This is an optimization exercise on Yosys and OpenROAD, whose aim is small area, not a production implementation. At most, simulation tests tie the RTL to the original design; equivalence was not proved. Power is estimated from default activity; no workload was simulated. No driver is modelled on the clock port, so clocking that relies on it looks cheaper here than on a real chip.

==> flow/design.v <==
module risc_trace_top (
  input  logic        clk,
  input  logic        rst,
  input  logic        start,
  input  logic [31:0] pc_i,
  input  logic [31:0] instr_i,
  input  logic [31:0] wdata_i,
  input  logic        rd_en,
  output logic        core_rst,
  output logic        running,
  output logic        done,
  output logic        halt_det,
  output logic        timeout,
  output logic        overflow,
  output logic [31:0] cycle_cnt,
  output logic [4:0]  count,
  output logic        rd_valid,
  output logic [31:0] rd_pc,
  output logic [31:0] rd_instr,
  output logic [31:0] rd_wdata
);
  risc_trace_ctrl #(
    .DATA_W     (32),
    .ADDR_W     (32),
    .DEPTH      (16),
    .RST_CYCLES (2),
    .MAX_CYCLES (1000),
    .STALL_LIMIT(4)
  ) u_ctrl (
    .clk      (clk),
    .rst      (rst),
    .start    (start),
    .pc_i     (pc_i),
    .instr_i  (instr_i),
    .wdata_i  (wdata_i),
    .rd_en    (rd_en),
    .core_rst (core_rst),
    .running  (running),
    .done     (done),
    .halt_det (halt_det),
    .timeout  (timeout),
    .overflow (overflow),
    .cycle_cnt(cycle_cnt),
    .count    (count),
    .rd_valid (rd_valid),
    .rd_pc    (rd_pc),
    .rd_instr (rd_instr),
    .rd_wdata (rd_wdata)
  );
endmodule

module risc_trace_ctrl #(
  parameter int DATA_W      = 32,
  parameter int ADDR_W      = 32,
  parameter int DEPTH       = 16,
  parameter int RST_CYCLES  = 1,
  parameter int MAX_CYCLES  = 10,
  parameter int STALL_LIMIT = 4
) (
  input  logic                     clk,
  input  logic                     rst,
  input  logic                     start,
  input  logic [ADDR_W-1:0]        pc_i,
  input  logic [DATA_W-1:0]        instr_i,
  input  logic [DATA_W-1:0]        wdata_i,
  input  logic                     rd_en,
  output logic                     core_rst,
  output logic                     running,
  output logic                     done,
  output logic                     halt_det,
  output logic                     timeout,
  output logic                     overflow,
  output logic [31:0]              cycle_cnt,
  output logic [$clog2(DEPTH):0]   count,
  output logic                     rd_valid,
  output logic [ADDR_W-1:0]        rd_pc,
  output logic [DATA_W-1:0]        rd_instr,
  output logic [DATA_W-1:0]        rd_wdata
);
  localparam int PTR_W = $clog2(DEPTH);
  localparam int CNT_W = PTR_W + 1;
  localparam int ENT_W = ADDR_W + 2 * DATA_W;
  localparam int CYC_W = $clog2(MAX_CYCLES + 1);
  localparam int STL_W = (STALL_LIMIT > 2) ? $clog2(STALL_LIMIT) : 1;
  logic              in_reset;
  logic              rst_last;
  logic [CYC_W-1:0]  cyc;
  logic [STL_W-1:0]  stall_cnt;
  logic [DEPTH-1:0]  rd_sel;
  logic [DEPTH-1:0][ENT_W-1:0] ring;
  logic [ENT_W-1:0]  newest;
  logic              full;
  logic              go;
  logic              pop_ok;
  logic              same_pc;
  logic              hit_halt;
  logic              hit_budget;
  logic              adv;
  assign full       = count[PTR_W];
  assign go         = start && !in_reset && !running;
  assign pop_ok     = done && rd_en && (count != '0) && !start;
  assign same_pc    = (count != '0) && (pc_i == newest[ENT_W-1 -: ADDR_W]);
  assign hit_halt   = same_pc && (stall_cnt == STL_W'(STALL_LIMIT - 1));
  assign hit_budget = (cyc == CYC_W'(MAX_CYCLES - 1));
  assign adv        = !(running && full) && !pop_ok;
  assign newest    = ring[0];
  assign core_rst  = !running;
  assign cycle_cnt = 32'(cyc);
  assign timeout   = (cyc == CYC_W'(MAX_CYCLES));
  assign overflow  = (cyc > CYC_W'(DEPTH));
  logic [ENT_W-1:0] ring_in;
  risc_trace_wrmux #(.W(ENT_W)) u_wrmux (
    .s (running),
    .a (ring[DEPTH-1]),
    .b ({pc_i, instr_i, wdata_i}),
    .y (ring_in)
  );
  always_ff @(posedge clk) begin
    ring[0] <= ring_in;
    for (int i = 1; i < DEPTH; i++) ring[i] <= ring[i-1];
  end
  always_ff @(posedge clk or negedge rst) begin
    if (!rst)          rd_sel <= '0;
    else if (go)       rd_sel <= DEPTH'(1) << (DEPTH - RST_CYCLES);
    else if (adv)      rd_sel <= {rd_sel[DEPTH-2:0], rd_sel[DEPTH-1]};
  end
  logic [ENT_W-1:0] rd_ent;
  risc_trace_rdmux #(.N(DEPTH), .W(ENT_W)) u_rdmux (
    .d  (ring),
    .sel(rd_sel),
    .y  (rd_ent)
  );
  assign {rd_pc, rd_instr, rd_wdata} = rd_ent;
  always_ff @(posedge clk) begin
    stall_cnt <= same_pc ? stall_cnt + 1'b1 : '0;
    rst_last <= in_reset;
  end
  always_ff @(posedge clk or negedge rst) begin
    if (!rst) begin
      in_reset  <= 1'b0;
      running   <= 1'b0;
      done      <= 1'b0;
      count     <= '0;
      cyc       <= '0;
      halt_det  <= 1'b0;
      rd_valid  <= 1'b0;
    end else begin
      rd_valid <= pop_ok;
      if (go) begin
        in_reset  <= 1'b1;
        done      <= 1'b0;
        count     <= '0;
        cyc       <= '0;
        halt_det  <= 1'b0;
      end else if (pop_ok) begin
        count <= count - 1'b1;
      end
      if (in_reset && rst_last) begin
        in_reset <= 1'b0;
        running  <= 1'b1;
      end
      if (running) begin
        cyc <= cyc + 1'b1;
        if (!full) count <= count + 1'b1;
        if (hit_halt) halt_det <= 1'b1;
        if (hit_halt || hit_budget) begin
          running <= 1'b0;
          done    <= 1'b1;
        end
      end
    end
  end
endmodule
module risc_trace_rdmux #(
  parameter int N = 16,
  parameter int W = 96
) (
  input  logic [N-1:0][W-1:0] d,
  input  logic [N-1:0]        sel,
  output logic [W-1:0]        y
);
  always_comb begin
    y = '0;
    for (int i = 0; i < N; i++)
      y = y | (d[i] & {W{sel[i]}});
  end
endmodule
module risc_trace_wrmux #(
  parameter int W = 96
) (
  input  logic         s,
  input  logic [W-1:0] a,
  input  logic [W-1:0] b,
  output logic [W-1:0] y
);
  assign y = s ? b : a;
endmodule
export LEC_CHECK = 0
export CAP_MARGIN = 20
export CORE_MARGIN = 2
export CORE_UTILIZATION = 65
export SLEW_MARGIN = 20
create_clock -name core_clock -period 5.0 [get_ports {clk}]
standard.sh (not shown) runs the stock make flow with config.mk's settings and CLKGATE_MAP_FILE= SYNTH_SCRIPT=/design/flow/synth_recipe.tcl, a recipe that flattens the netlist after the stock synthesis.
==> flow/flow/run.sh <==
#!/bin/bash
# The standard layout (standard.sh) with these changes:
#  - the multiplexer modules risc_trace_rdmux and risc_trace_wrmux are
#    laid out from the cell-level netlists flow/rdmux_cells.v and
#    flow/wrmux_cells.v, put in their place in design.v before synthesis
#    (they have no registers; synthesis is otherwise the standard one);
#  - ABC maps the other combinational logic with two area-oriented &nf
#    passes (flow/abc_area_map.script) in place of ORFS's speed script;
#    registers are untouched, as dfflibmap maps them before ABC runs;
#  - input and output ports are buffered with the smallest buffer;
#  - CTS clusters up to 30 sinks per leaf buffer and adds no dummy loads.
set -euo pipefail
here=$(pwd)
python3 "$here/flow/swap_module.py" "$here/design.v" risc_trace_rdmux \
  "$here/flow/rdmux_cells.v" "$here/design_cells1.v" > swap_module.log 2>&1
python3 "$here/flow/swap_module.py" "$here/design_cells1.v" risc_trace_wrmux \
  "$here/flow/wrmux_cells.v" "$here/design_cells.v" >> swap_module.log 2>&1
rm -rf "$here/scripts_mod"
cp -r "$FLOW_HOME/scripts" "$here/scripts_mod"
cp "$here/flow/abc_area_map.script" "$here/scripts_mod/abc_speed.script"
bash standard.sh \
  "VERILOG_FILES=$here/design_cells.v" \
  "SCRIPTS_DIR=$here/scripts_mod" \
  "BUFFER_PORTS_ARGS=-buffer_cell sky130_fd_sc_hd__buf_1" \
  "CTS_ARGS=-sink_clustering_enable -repair_clock_nets -dont_use_dummy_load -sink_clustering_size 30 -sink_clustering_max_diameter 80" \
  finish > make_finish.log 2>&1
Other scripts of this flow, unchanged in this note and not shown: flow/flow/abc_area_map.script, flow/flow/rdmux_cells.v, flow/flow/swap_module.py, flow/flow/wrmux_cells.v
Rerun with:
--- a/flow/design.v
+++ b/flow/design.v
@@ -101,9 +101,9 @@
   assign pop_ok     = done && rd_en && (count != '0) && !start;
   assign same_pc    = (count != '0) && (pc_i == newest[ENT_W-1 -: ADDR_W]);
   assign hit_halt   = same_pc && (stall_cnt == STL_W'(STALL_LIMIT - 1));
   assign hit_budget = (cyc == CYC_W'(MAX_CYCLES - 1));
-  assign adv        = !(running && full) && !pop_ok;
+  assign adv        = running ? !full : (done && !pop_ok);
   assign newest    = ring[0];
   assign core_rst  = !running;
   assign cycle_cnt = 32'(cyc);
   assign timeout   = (cyc == CYC_W'(MAX_CYCLES));
@@ -120,9 +120,9 @@
     for (int i = 1; i < DEPTH; i++) ring[i] <= ring[i-1];
   end
   always_ff @(posedge clk or negedge rst) begin
     if (!rst)          rd_sel <= '0;
-    else if (go)       rd_sel <= DEPTH'(1) << (DEPTH - RST_CYCLES);
+    else if (go)       rd_sel <= DEPTH'(1);
     else if (adv)      rd_sel <= {rd_sel[DEPTH-2:0], rd_sel[DEPTH-1]};
   end
   logic [ENT_W-1:0] rd_ent;
   risc_trace_rdmux #(.N(DEPTH), .W(ENT_W)) u_rdmux (
=>
- The new run went through all stages and came out clean
- global-route usage went down by 0.11 points
- register-to-register slack is better by 370 ps
- worst hold slack got worse by 27 ps
- via count came out higher by 1.3%
- routed wire length barely changes
- final cell count climbs by 0.86%
- worst setup slack gains 110 ps
- combinational power falls by 16%
- fmax came out higher by 2.7%

---

risc_trace_top, a different RTL version from the one above (not shown whole).
Size: about 2700 cells after synthesis, roughly 1600 flip-flops, ~240 I/O pins.
==> module risc_trace_ctrl, before the edit <==
module risc_trace_ctrl #(
  parameter int DATA_W      = 32,
  parameter int ADDR_W      = 32,
  parameter int DEPTH       = 16,
  parameter int RST_CYCLES  = 1,
  parameter int MAX_CYCLES  = 10,
  parameter int STALL_LIMIT = 4
) (
  input  logic                     clk,
  input  logic                     rst,
  input  logic                     start,
  input  logic [ADDR_W-1:0]        pc_i,
  input  logic [DATA_W-1:0]        instr_i,
  input  logic [DATA_W-1:0]        wdata_i,
  input  logic                     rd_en,
  output logic                     core_rst,
  output logic                     running,
  output logic                     done,
  output logic                     halt_det,
  output logic                     timeout,
  output logic                     overflow,
  output logic [31:0]              cycle_cnt,
  output logic [$clog2(DEPTH):0]   count,
  output logic                     rd_valid,
  output logic [ADDR_W-1:0]        rd_pc,
  output logic [DATA_W-1:0]        rd_instr,
  output logic [DATA_W-1:0]        rd_wdata
);
  localparam int PTR_W = $clog2(DEPTH);
  localparam int CNT_W = PTR_W + 1;
  localparam int ENT_W = ADDR_W + 2 * DATA_W;
  localparam int CYC_W = $clog2(MAX_CYCLES + 1);
  localparam int STL_W = (STALL_LIMIT > 2) ? $clog2(STALL_LIMIT) : 1;
  logic              in_reset;
  logic              rst_last;
  logic [CYC_W-1:0]  cyc;
  logic [STL_W-1:0]  stall_cnt;
  logic [DEPTH-1:0]  rd_sel;
  logic [DEPTH-1:0][ENT_W-1:0] ring;
  logic [ENT_W-1:0]  newest;
  logic              full;
  logic              go;
  logic              pop_ok;
  logic              same_pc;
  logic              hit_halt;
  logic              hit_budget;
  logic              adv;
  assign full       = count[PTR_W];
  assign go         = start && !in_reset && !running;
  assign pop_ok     = done && rd_en && (count != '0) && !start;
  assign same_pc    = (count != '0) && (pc_i == newest[ENT_W-1 -: ADDR_W]);
  assign hit_halt   = same_pc && (stall_cnt == STL_W'(STALL_LIMIT - 1));
  assign hit_budget = (cyc == CYC_W'(MAX_CYCLES - 1));
  assign adv        = running ? !full : (done && !pop_ok);
  assign newest    = ring[0];
  assign core_rst  = !running;
  assign cycle_cnt = 32'(cyc);
  assign timeout   = (cyc == CYC_W'(MAX_CYCLES));
  assign overflow  = (cyc > CYC_W'(DEPTH));
  always_ff @(posedge clk) begin
    ring[0] <= running ? {pc_i, instr_i, wdata_i} : ring[DEPTH-1];
    for (int i = 1; i < DEPTH; i++) ring[i] <= ring[i-1];
  end
  always_ff @(posedge clk or negedge rst) begin
    if (!rst)          rd_sel <= '0;
    else if (go)       rd_sel <= DEPTH'(1);
    else if (adv)      rd_sel <= {rd_sel[DEPTH-2:0], rd_sel[DEPTH-1]};
  end
  logic [ENT_W-1:0] rd_ent;
  always_comb begin
    rd_ent = '0;
    for (int i = 0; i < DEPTH; i++)
      rd_ent = rd_ent | (ring[i] & {ENT_W{rd_sel[i]}});
  end
  assign {rd_pc, rd_instr, rd_wdata} = rd_ent;
  always_ff @(posedge clk) begin
    stall_cnt <= same_pc ? stall_cnt + 1'b1 : '0;
    rst_last <= in_reset;
  end
  always_ff @(posedge clk or negedge rst) begin
    if (!rst) begin
      in_reset  <= 1'b0;
      running   <= 1'b0;
      done      <= 1'b0;
      count     <= '0;
      cyc       <= '0;
      halt_det  <= 1'b0;
      rd_valid  <= 1'b0;
    end else begin
      rd_valid <= pop_ok;
      if (go) begin
        in_reset  <= 1'b1;
        done      <= 1'b0;
        count     <= '0;
        cyc       <= '0;
        halt_det  <= 1'b0;
      end else if (pop_ok) begin
        count <= count - 1'b1;
      end
      if (in_reset && rst_last) begin
        in_reset <= 1'b0;
        running  <= 1'b1;
      end
      if (running) begin
        cyc <= cyc + 1'b1;
        if (!full) count <= count + 1'b1;
        if (hit_halt) halt_det <= 1'b1;
        if (hit_halt || hit_budget) begin
          running <= 1'b0;
          done    <= 1'b1;
        end
      end
    end
  end
endmodule
export LEC_CHECK = 0
export CAP_MARGIN = 20
export CORE_MARGIN = 2
export CORE_UTILIZATION = 65
export SLEW_MARGIN = 20
create_clock -name core_clock -period 5.0 [get_ports {clk}]
==> flow/flow/run.sh <==
#!/bin/bash
# The standard layout (standard.sh) with these changes:
#  - ABC maps the combinational logic with two area-oriented &nf passes
#    (flow/abc_area_map.script) in place of ORFS's speed script; registers
#    are untouched, as dfflibmap maps them before ABC runs;
#  - input and output ports are buffered with the smallest buffer;
#  - CTS clusters up to 30 sinks per leaf buffer and adds no dummy loads.
set -euo pipefail
here=$(pwd)
rm -rf "$here/scripts_mod"
cp -r "$FLOW_HOME/scripts" "$here/scripts_mod"
cp "$here/flow/abc_area_map.script" "$here/scripts_mod/abc_speed.script"
bash standard.sh \
  "SCRIPTS_DIR=$here/scripts_mod" \
  "BUFFER_PORTS_ARGS=-buffer_cell sky130_fd_sc_hd__buf_1" \
  "CTS_ARGS=-sink_clustering_enable -repair_clock_nets -dont_use_dummy_load -sink_clustering_size 30 -sink_clustering_max_diameter 80" \
  finish > make_finish.log 2>&1
==> flow/flow/abc_area_map.script <==
&get -n
&st
&dch
&nf -p -R 1000
&st
&dch
&nf -p -R 1000
&put
topo
stime -c
The first run completed with no timing, DRC or antenna violations.
Rerun with:
--- a/flow/design.v
+++ b/flow/design.v
@@ -112,10 +112,9 @@
     ring[0] <= running ? {pc_i, instr_i, wdata_i} : ring[DEPTH-1];
     for (int i = 1; i < DEPTH; i++) ring[i] <= ring[i-1];
   end
-  always_ff @(posedge clk or negedge rst) begin
-    if (!rst)          rd_sel <= '0;
-    else if (go)       rd_sel <= DEPTH'(1);
-    else if (adv)      rd_sel <= {rd_sel[DEPTH-2:0], rd_sel[DEPTH-1]};
+  always_ff @(posedge clk) begin
+    if (go)       rd_sel <= DEPTH'(1);
+    else if (adv) rd_sel <= {rd_sel[DEPTH-2:0], rd_sel[DEPTH-1]};
   end
   logic [ENT_W-1:0] rd_ent;
   always_comb begin
Outcome: Cell area barely changes. Area after synthesis is about the same. Global-route usage came out lower by 0.19 points. Worst setup slack improves by 0.22 ns. Total power barely changes. Clock skew stays flat. Hold slack is worse by 0.025 ns.
For the second run of this note, only the layout was checked, not whether the RTL still works.

---

risc_trace_top, a different RTL version from the one above (not shown whole).
For scale: roughly 2700 cells after synthesis, roughly 240 I/O pins, about 40000 sq um of cells after synthesis.
==> module risc_trace_ctrl, before the edit <==
module risc_trace_ctrl #(
  parameter int DATA_W      = 32,
  parameter int ADDR_W      = 32,
  parameter int DEPTH       = 16,
  parameter int RST_CYCLES  = 1,
  parameter int MAX_CYCLES  = 10,
  parameter int STALL_LIMIT = 4
) (
  input  logic                     clk,
  input  logic                     rst,
  input  logic                     start,
  input  logic [ADDR_W-1:0]        pc_i,
  input  logic [DATA_W-1:0]        instr_i,
  input  logic [DATA_W-1:0]        wdata_i,
  input  logic                     rd_en,
  output logic                     core_rst,
  output logic                     running,
  output logic                     done,
  output logic                     halt_det,
  output logic                     timeout,
  output logic                     overflow,
  output logic [31:0]              cycle_cnt,
  output logic [$clog2(DEPTH):0]   count,
  output logic                     rd_valid,
  output logic [ADDR_W-1:0]        rd_pc,
  output logic [DATA_W-1:0]        rd_instr,
  output logic [DATA_W-1:0]        rd_wdata
);
  localparam int PTR_W = $clog2(DEPTH);
  localparam int CNT_W = PTR_W + 1;
  localparam int ENT_W = ADDR_W + 2 * DATA_W;
  localparam int CYC_W = $clog2(MAX_CYCLES + 1);
  localparam int STL_W = (STALL_LIMIT > 2) ? $clog2(STALL_LIMIT) : 1;
  logic              in_reset;
  logic              rst_last;
  logic [CYC_W-1:0]  cyc;
  logic [STL_W-1:0]  stall_cnt;
  logic [DEPTH-1:0]  rd_sel;
  logic [DEPTH-1:0][ENT_W-1:0] ring;
  logic [ENT_W-1:0]  newest;
  logic              full;
  logic              go;
  logic              pop_ok;
  logic              same_pc;
  logic              hit_halt;
  logic              hit_budget;
  logic              adv;
  assign full       = count[PTR_W];
  assign go         = start && !in_reset && !running;
  assign pop_ok     = done && rd_en && (count != '0) && !start;
  assign same_pc    = (count != '0) && (pc_i == newest[ENT_W-1 -: ADDR_W]);
  assign hit_halt   = same_pc && (stall_cnt == STL_W'(STALL_LIMIT - 1));
  assign hit_budget = (cyc == CYC_W'(MAX_CYCLES - 1));
  assign adv        = running ? !full : (done && !pop_ok);
  assign newest    = ring[0];
  assign core_rst  = !running;
  assign cycle_cnt = 32'(cyc);
  assign timeout   = (cyc == CYC_W'(MAX_CYCLES));
  assign overflow  = (cyc > CYC_W'(DEPTH));
  always_ff @(posedge clk) begin
    ring[0] <= running ? {pc_i, instr_i, wdata_i} : ring[DEPTH-1];
    for (int i = 1; i < DEPTH; i++) ring[i] <= ring[i-1];
  end
  always_ff @(posedge clk or negedge rst) begin
    if (!rst)          rd_sel <= '0;
    else if (go)       rd_sel <= DEPTH'(1);
    else if (adv)      rd_sel <= {rd_sel[DEPTH-2:0], rd_sel[DEPTH-1]};
  end
  logic [ENT_W-1:0] rd_ent;
  risc_trace_rdmux #(.N(DEPTH), .W(ENT_W)) u_rdmux (
    .d  (ring),
    .sel(rd_sel),
    .y  (rd_ent)
  );
  assign {rd_pc, rd_instr, rd_wdata} = rd_ent;
  always_ff @(posedge clk) begin
    stall_cnt <= same_pc ? stall_cnt + 1'b1 : '0;
    rst_last <= in_reset;
  end
  always_ff @(posedge clk or negedge rst) begin
    if (!rst) begin
      in_reset  <= 1'b0;
      running   <= 1'b0;
      done      <= 1'b0;
      count     <= '0;
      cyc       <= '0;
      halt_det  <= 1'b0;
      rd_valid  <= 1'b0;
    end else begin
      rd_valid <= pop_ok;
      if (go) begin
        in_reset  <= 1'b1;
        done      <= 1'b0;
        count     <= '0;
        cyc       <= '0;
        halt_det  <= 1'b0;
      end else if (pop_ok) begin
        count <= count - 1'b1;
      end
      if (in_reset && rst_last) begin
        in_reset <= 1'b0;
        running  <= 1'b1;
      end
      if (running) begin
        cyc <= cyc + 1'b1;
        if (!full) count <= count + 1'b1;
        if (hit_halt) halt_det <= 1'b1;
        if (hit_halt || hit_budget) begin
          running <= 1'b0;
          done    <= 1'b1;
        end
      end
    end
  end
endmodule
==> flow/config.mk <==
export PLATFORM = sky130hd
export DESIGN_NAME = risc_trace_top
export DESIGN_NICKNAME = risc_trace_top
export VERILOG_FILES = /design/flow/design.v
export SDC_FILE = /design/flow/constraint.sdc
export NUM_CORES = 4
export LEC_CHECK = 0
export CAP_MARGIN = 20
export CORE_MARGIN = 2
export CORE_UTILIZATION = 65
export SLEW_MARGIN = 20
==> flow/constraint.sdc <==
create_clock -name core_clock -period 5.0 [get_ports {clk}]
set_input_delay 1.0000 -clock core_clock [delete_from_list [all_inputs] [get_ports {clk}]]
set_output_delay 1.0000 -clock core_clock [all_outputs]
set_load 0.01 [all_outputs]
==> flow/flow/run.sh <==
#!/bin/bash
# The standard layout (standard.sh) with these changes:
#  - the read multiplexer module risc_trace_rdmux is laid out from the
#    cell-level netlist flow/rdmux_cells.v, put in its place in design.v
#    before synthesis (it has no registers; synthesis is otherwise the
#    standard one);
#  - ABC maps the other combinational logic with two area-oriented &nf
#    passes (flow/abc_area_map.script) in place of ORFS's speed script;
#    registers are untouched, as dfflibmap maps them before ABC runs;
#  - input and output ports are buffered with the smallest buffer;
#  - CTS clusters up to 30 sinks per leaf buffer and adds no dummy loads.
set -euo pipefail
here=$(pwd)
python3 "$here/flow/swap_module.py" "$here/design.v" risc_trace_rdmux \
  "$here/flow/rdmux_cells.v" "$here/design_cells.v" > swap_module.log 2>&1
rm -rf "$here/scripts_mod"
cp -r "$FLOW_HOME/scripts" "$here/scripts_mod"
cp "$here/flow/abc_area_map.script" "$here/scripts_mod/abc_speed.script"
bash standard.sh \
  "VERILOG_FILES=$here/design_cells.v" \
  "SCRIPTS_DIR=$here/scripts_mod" \
  "BUFFER_PORTS_ARGS=-buffer_cell sky130_fd_sc_hd__buf_1" \
  "CTS_ARGS=-sink_clustering_enable -repair_clock_nets -dont_use_dummy_load -sink_clustering_size 30 -sink_clustering_max_diameter 80" \
  finish > make_finish.log 2>&1
Scripts as last shown in full above: flow/flow/abc_area_map.script
Other scripts of this flow, unchanged in this note and not shown: flow/flow/rdmux_cells.v, flow/flow/swap_module.py
Rerun with:
--- a/flow/design.v
+++ b/flow/design.v
@@ -85,8 +85,10 @@
   logic              in_reset;
   logic              rst_last;
   logic [CYC_W-1:0]  cyc;
   logic [STL_W-1:0]  stall_cnt;
+  logic [PTR_W-1:0]  rd_ptr;
+  logic              rd_on;
   logic [DEPTH-1:0]  rd_sel;
   logic [DEPTH-1:0][ENT_W-1:0] ring;
   logic [ENT_W-1:0]  newest;
   logic              full;
@@ -111,12 +113,19 @@
   always_ff @(posedge clk) begin
     ring[0] <= running ? {pc_i, instr_i, wdata_i} : ring[DEPTH-1];
     for (int i = 1; i < DEPTH; i++) ring[i] <= ring[i-1];
   end
+  always_ff @(posedge clk) begin
+    if (go)       rd_ptr <= '0;
+    else if (adv) rd_ptr <= rd_ptr + 1'b1;
+  end
   always_ff @(posedge clk or negedge rst) begin
-    if (!rst)          rd_sel <= '0;
-    else if (go)       rd_sel <= DEPTH'(1);
-    else if (adv)      rd_sel <= {rd_sel[DEPTH-2:0], rd_sel[DEPTH-1]};
+    if (!rst)    rd_on <= 1'b0;
+    else if (go) rd_on <= 1'b1;
+  end
+  always_comb begin
+    for (int i = 0; i < DEPTH; i++)
+      rd_sel[i] = rd_on && (rd_ptr == PTR_W'(i));
   end
   logic [ENT_W-1:0] rd_ent;
   risc_trace_rdmux #(.N(DEPTH), .W(ENT_W)) u_rdmux (
     .d  (ring),
=> Count of clock-buffer cells in the layout is unchanged. Power goes down by 26%. Via count increases by 0.84%. Final cell count is lower by 1.1%. Hold slack gets worse by 0.026 ns. Global-route usage climbs by 0.33 points. Area after synthesis goes down by 0.67%. Worst setup slack degrades by 0.29 ns. Final area is about the same. Die area went down by 0.66%. First-iteration DRC count climbs by 7.3%. Non-clock buffer count is higher by 13. Critical path depth came out higher by 4.
Function not checked in the second run of this note: the RTL went through the layout flow alone.

## re-timing with driven ports
In the flow no input, the clock included, has a driving cell. The finished layouts below were timed again as built, in two steps.
Step 1: set_driving_cell puts a clkbuf_16 on clk and a buf_2 on each other input, an assumption about the parent block.
Step 2 moves the port delays by t, midway between the first and last clock arrival at a register: inputs arrive t later, outputs are due t later. That takes back most of the time a late clock gives input paths.
Three values: ideal, step 1, step 2; two values: the first two.
run	shift t [ns]	setup slack, ns	slew at the worst register clock pin (ns)
the first run of note 1	0.714	0.699 / 0.635 / 1.283	0.11 / 0.11
the second run of note 1	0.710	0.813 / 0.747 / 1.457	0.11 / 0.11
the first run of note 2	0.713	0.976 / 0.909 / 1.572	0.11 / 0.11
the second run of note 2	0.710	1.197 / 1.132 / 1.435	0.11 / 0.11
the first run of note 3	0.707	0.801 / 0.736 / 1.443	0.11 / 0.11
the second run of note 3	0.706	0.512 / 0.449 / 1.155	0.11 / 0.11
After both steps every run listed still meets setup and hold.
